Context: an optimization exercise on an open-source flow, tuned for small area. The choices shown serve that exercise and are no tape-out recipe.
Only simulation tests tie the RTL to the original design; equivalence was not proved.
The flow treats the clock pin as an ideal source, which a real chip does not have.
No activity file was given, so power comes from the tool's default toggle rates.

==> 03-14 <==
// ppm_image_stream_decoder_unit
module ppm_image_stream_decoder_unit
(
  input  wire logic        clk,
  input  wire logic        rst,
  input  wire logic        byte_valid,
  output logic             byte_stall,
  input  wire logic [9:0]  byte_data,
  output logic             result_valid,
  input  wire logic        result_stall,
  output logic [101:0]     result_data
);
  localparam logic [3:0] S_IDLE  = 4'd0;
  localparam logic [3:0] S_BYTE  = 4'd1;
  localparam logic [3:0] S_EOFS  = 4'd2;
  localparam logic [3:0] S_ACC   = 4'd3;
  localparam logic [3:0] S_CHK   = 4'd4;
  localparam logic [3:0] S_EMIT  = 4'd5;
  localparam logic [3:0] S_MUL   = 4'd8;
  localparam logic [3:0] S_XFER  = 4'd9;
  localparam logic [3:0] S_DIV   = 4'd10;
  localparam logic [3:0] S_ZPRE  = 4'd11;
  localparam logic [3:0] S_ADV   = 4'd12;
  localparam logic [3:0] S_ZPOST = 4'd13;
  localparam logic [2:0] PH_MAGIC  = 3'd0;
  localparam logic [2:0] PH_WIDTH  = 3'd1;
  localparam logic [2:0] PH_HEIGHT = 3'd2;
  localparam logic [2:0] PH_MAXVAL = 3'd3;
  localparam logic [2:0] PH_PIXELS = 3'd4;
  localparam logic [2:0] PH_STOP   = 3'd5;
  localparam logic [3:0] R_NONE = 4'b0000;
  localparam logic [3:0] R_HDR  = 4'b0001;
  localparam logic [3:0] R_PIX  = 4'b0010;
  localparam logic [2:0] ERR_MAGIC      = 3'd0;
  localparam logic [2:0] ERR_INTEGER    = 3'd1;
  localparam logic [2:0] ERR_SIZE       = 3'd2;
  localparam logic [2:0] ERR_MAXVAL     = 3'd3;
  localparam logic [2:0] ERR_RANGE      = 3'd4;
  localparam logic [2:0] ERR_INCOMPLETE = 3'd5;
  logic [3:0]  st;
  logic [3:0]  cnt;
  logic        ev;            
  logic [2:0]  phase;
  logic        bin_fmt, in_comment, cr_seen;
  logic        tok_started, tok_neg, tok_invalid, tok_digits, tok_ovf;
  logic [15:0] tok_val;
  logic [4:0]  aux;
  wire  [2:0]  mul_dl = aux[2:0];
  wire  [1:0]  mul_cy = aux[4:3];
  wire         col_cy = !aux[0];
  ...
==> flow/config.mk <==
export PLATFORM = sky130hd
export DESIGN_NAME = ppm_image_stream_decoder_unit
export DESIGN_NICKNAME = ppm_image_stream_decoder_unit
export VERILOG_FILES = /design/flow/design.v
export SDC_FILE = /design/flow/constraint.sdc
export NUM_CORES = 4
export LEC_CHECK = 0
export CAP_MARGIN = 20
export CORE_MARGIN = 2
export CORE_UTILIZATION = 65
export SLEW_MARGIN = 20
==> flow/constraint.sdc <==
create_clock -name core_clock -period 8.0 [get_ports {clk}]
set_input_delay 1.6000 -clock core_clock [delete_from_list [all_inputs] [get_ports {clk}]]
set_output_delay 1.6000 -clock core_clock [all_outputs]
set_load 0.01 [all_outputs]
standard.sh (not shown) runs the stock make flow with config.mk's settings and CLKGATE_MAP_FILE= SYNTH_SCRIPT=/design/flow/synth_recipe.tcl, a recipe that flattens the netlist after the stock synthesis.
==> flow/flow/run.sh <==
#!/bin/bash
# The standard layout (standard.sh) with three changes:
#  - the port buffers use the smallest buffer cell (BUFFER_PORTS_ARGS);
#  - the clock tree is built by flow/manual_cts.tcl (sourced by ORFS's cts.tcl
#    as its PRE_CTS_TCL hook): a root buffer and one leaf buffer per region
#    of flip-flops, all flip-flops two buffers from the clock port;
#  - synthesis maps the logic with flow/abc_map.script, an area-oriented ABC
#    script, in place of ORFS's abc_speed.script. All other scripts are
#    ORFS's own, copied unchanged.
# Each tool's output goes to standard.log (and ORFS's own logs under orfs/).
set -e
export BUFFER_PORTS_ARGS="-buffer_cell sky130_fd_sc_hd__buf_1"
export PRE_CTS_TCL="$PWD/flow/manual_cts.tcl"
export MCTS_NX=4 MCTS_NY=3 MCTS_LEAF=sky130_fd_sc_hd__clkbuf_8 MCTS_ROOT=sky130_fd_sc_hd__clkbuf_8
rm -rf scripts_copy
cp -r "$FLOW_HOME/scripts" scripts_copy
cp flow/abc_map.script scripts_copy/abc_speed.script
sed "s|make -C |make SCRIPTS_DIR=$PWD/scripts_copy -C |" standard.sh > standard_abc.sh
bash standard_abc.sh > standard.log 2>&1
==> flow/flow/manual_cts.tcl <==
# Sourced by ORFS's cts.tcl before clock_tree_synthesis (PRE_CTS_TCL).
# Builds a two-level clock tree by hand: the clock port drives one root
# buffer, which drives one leaf buffer per region of the placed flip-flops
# (the flip-flops are split into MCTS_NX columns by x, each column into
# MCTS_NY groups by y). Every flip-flop is two buffers from the port, so the
# tree is balanced. clock_tree_synthesis is then told to skip these nets.
proc manual_cts { nx ny leafbuf rootbuf } {
  set db [ord::get_db]
  set block [ord::get_db_block]
  set clk [$block findNet clk]
  set leafm [$db findMaster $leafbuf]
  set rootm [$db findMaster $rootbuf]
  set sinks {}
  foreach it [$clk getITerms] {
    set bb [[$it getInst] getBBox]
    lappend sinks [list $it [expr {([$bb xMin] + [$bb xMax]) / 2}] \
                     [expr {([$bb yMin] + [$bb yMax]) / 2}]]
  }
  set n [llength $sinks]
  set byx [lsort -integer -index 1 $sinks]
  set groups {}
  for {set i 0} {$i < $nx} {incr i} {
    set col [lrange $byx [expr {$i * $n / $nx}] [expr {($i + 1) * $n / $nx - 1}]]
    set m [llength $col]
    set byy [lsort -integer -index 2 $col]
    for {set j 0} {$j < $ny} {incr j} {
      lappend groups [lrange $byy [expr {$j * $m / $ny}] [expr {($j + 1) * $m / $ny - 1}]]
    }
  }
  set rootnet [odb::dbNet_create $block clk_root]
  $rootnet setSigType CLOCK
  set root [odb::dbInst_create $block $rootm clkbuf_root]
  [$root findITerm A] connect $clk
  [$root findITerm X] connect $rootnet
  set skip [list clk clk_root]
  set k 0
  set sx 0
  set sy 0
  foreach g $groups {
    set net [odb::dbNet_create $block clk_leaf_$k]
    $net setSigType CLOCK
    lappend skip clk_leaf_$k
    set leaf [odb::dbInst_create $block $leafm clkbuf_leaf_$k]
    [$leaf findITerm A] connect $rootnet
    [$leaf findITerm X] connect $net
    set gx 0
    set gy 0
    foreach s $g {
      set it [lindex $s 0]
      $it disconnect
      $it connect $net
      incr gx [lindex $s 1]
      incr gy [lindex $s 2]
    }
    set gx [expr {$gx / [llength $g]}]
    set gy [expr {$gy / [llength $g]}]
    $leaf setLocation $gx $gy
    $leaf setPlacementStatus PLACED
    incr sx $gx
    incr sy $gy
    incr k
  }
  $root setLocation [expr {$sx / $k}] [expr {$sy / $k}]
  $root setPlacementStatus PLACED
  set_cts_config -skip_nets $skip
  set_propagated_clock [all_clocks]
  puts "manual_cts: $n flip-flops, $k leaf buffers ($leafbuf), root $rootbuf"
}
manual_cts $::env(MCTS_NX) $::env(MCTS_NY) $::env(MCTS_LEAF) $::env(MCTS_ROOT)
Other scripts of this flow, unchanged in this note and not shown: flow/flow/abc_map.script
==> inputs of 02-11, as changes to 03-14 <==
--- a/flow/flow/run.sh
+++ b/flow/flow/run.sh
@@ -13,3 +13,3 @@
 export PRE_CTS_TCL="$PWD/flow/manual_cts.tcl"
-export MCTS_NX=4 MCTS_NY=3 MCTS_LEAF=sky130_fd_sc_hd__clkbuf_8 MCTS_ROOT=sky130_fd_sc_hd__clkbuf_8
+export MCTS_NX=4 MCTS_NY=4 MCTS_LEAF=sky130_fd_sc_hd__clkbuf_4 MCTS_ROOT=sky130_fd_sc_hd__clkbuf_8
 rm -rf scripts_copy
==> comparison <==
- In flip-flop and latch count, 03-14 and 02-11 do not differ.
- Power: 02-11 is smaller than 03-14 (about 2.3%).
- Final area: 03-14 is higher than 02-11 (about 0.6%).
- In fmax, 02-11 and 03-14 hardly differ.
- In 03-14 the combinational power is larger than in 02-11, by about 0.7%.
- Against 03-14, the cell count of 02-11 is higher by about 0.46%.
- Between 03-14 and 02-11, the lower sequential share of layout area is in 03-14 (gap 0.32 points).
- Hold slack: 02-11 is higher than 03-14 (0.0025 ns).
- Area after synthesis is the same in 03-14 and 02-11.
- Between 03-14 and 02-11, the lower via count is in 02-11 (gap about 0.56%, measured against 02-11).

what the ideal ports hide:
How much do the figures lean on ideal ports? The routed layouts below were timed once more, with nothing changed but the port constraints.
Step 1: set_driving_cell puts a clkbuf_16 on clk and a buf_2 on each other input, an assumption about the parent block.
Step 2 also shifts input and output timing later by t, the mid clock arrival at the registers, as if the neighbouring blocks saw the same clock.
Slacks: ideal / step 1 / step 2; pairs: ideal / step 1.
| run | t, ns | slack for setup (ns) | clock arrival spread, ns | worst slew at a driven data input, ns | pins driven straight from the clock port |
|---|---|---|---|---|---|
| 03-14 | 0.463 | 0.308 / 0.308 / 0.308 | 0.017 / 0.017 | 0.04 | 1 |
| 02-11 | 0.463 | 0.316 / 0.316 / 0.316 | 0.026 / 0.026 | 0.04 | 1 |
After both steps setup and hold are still met in every run listed.
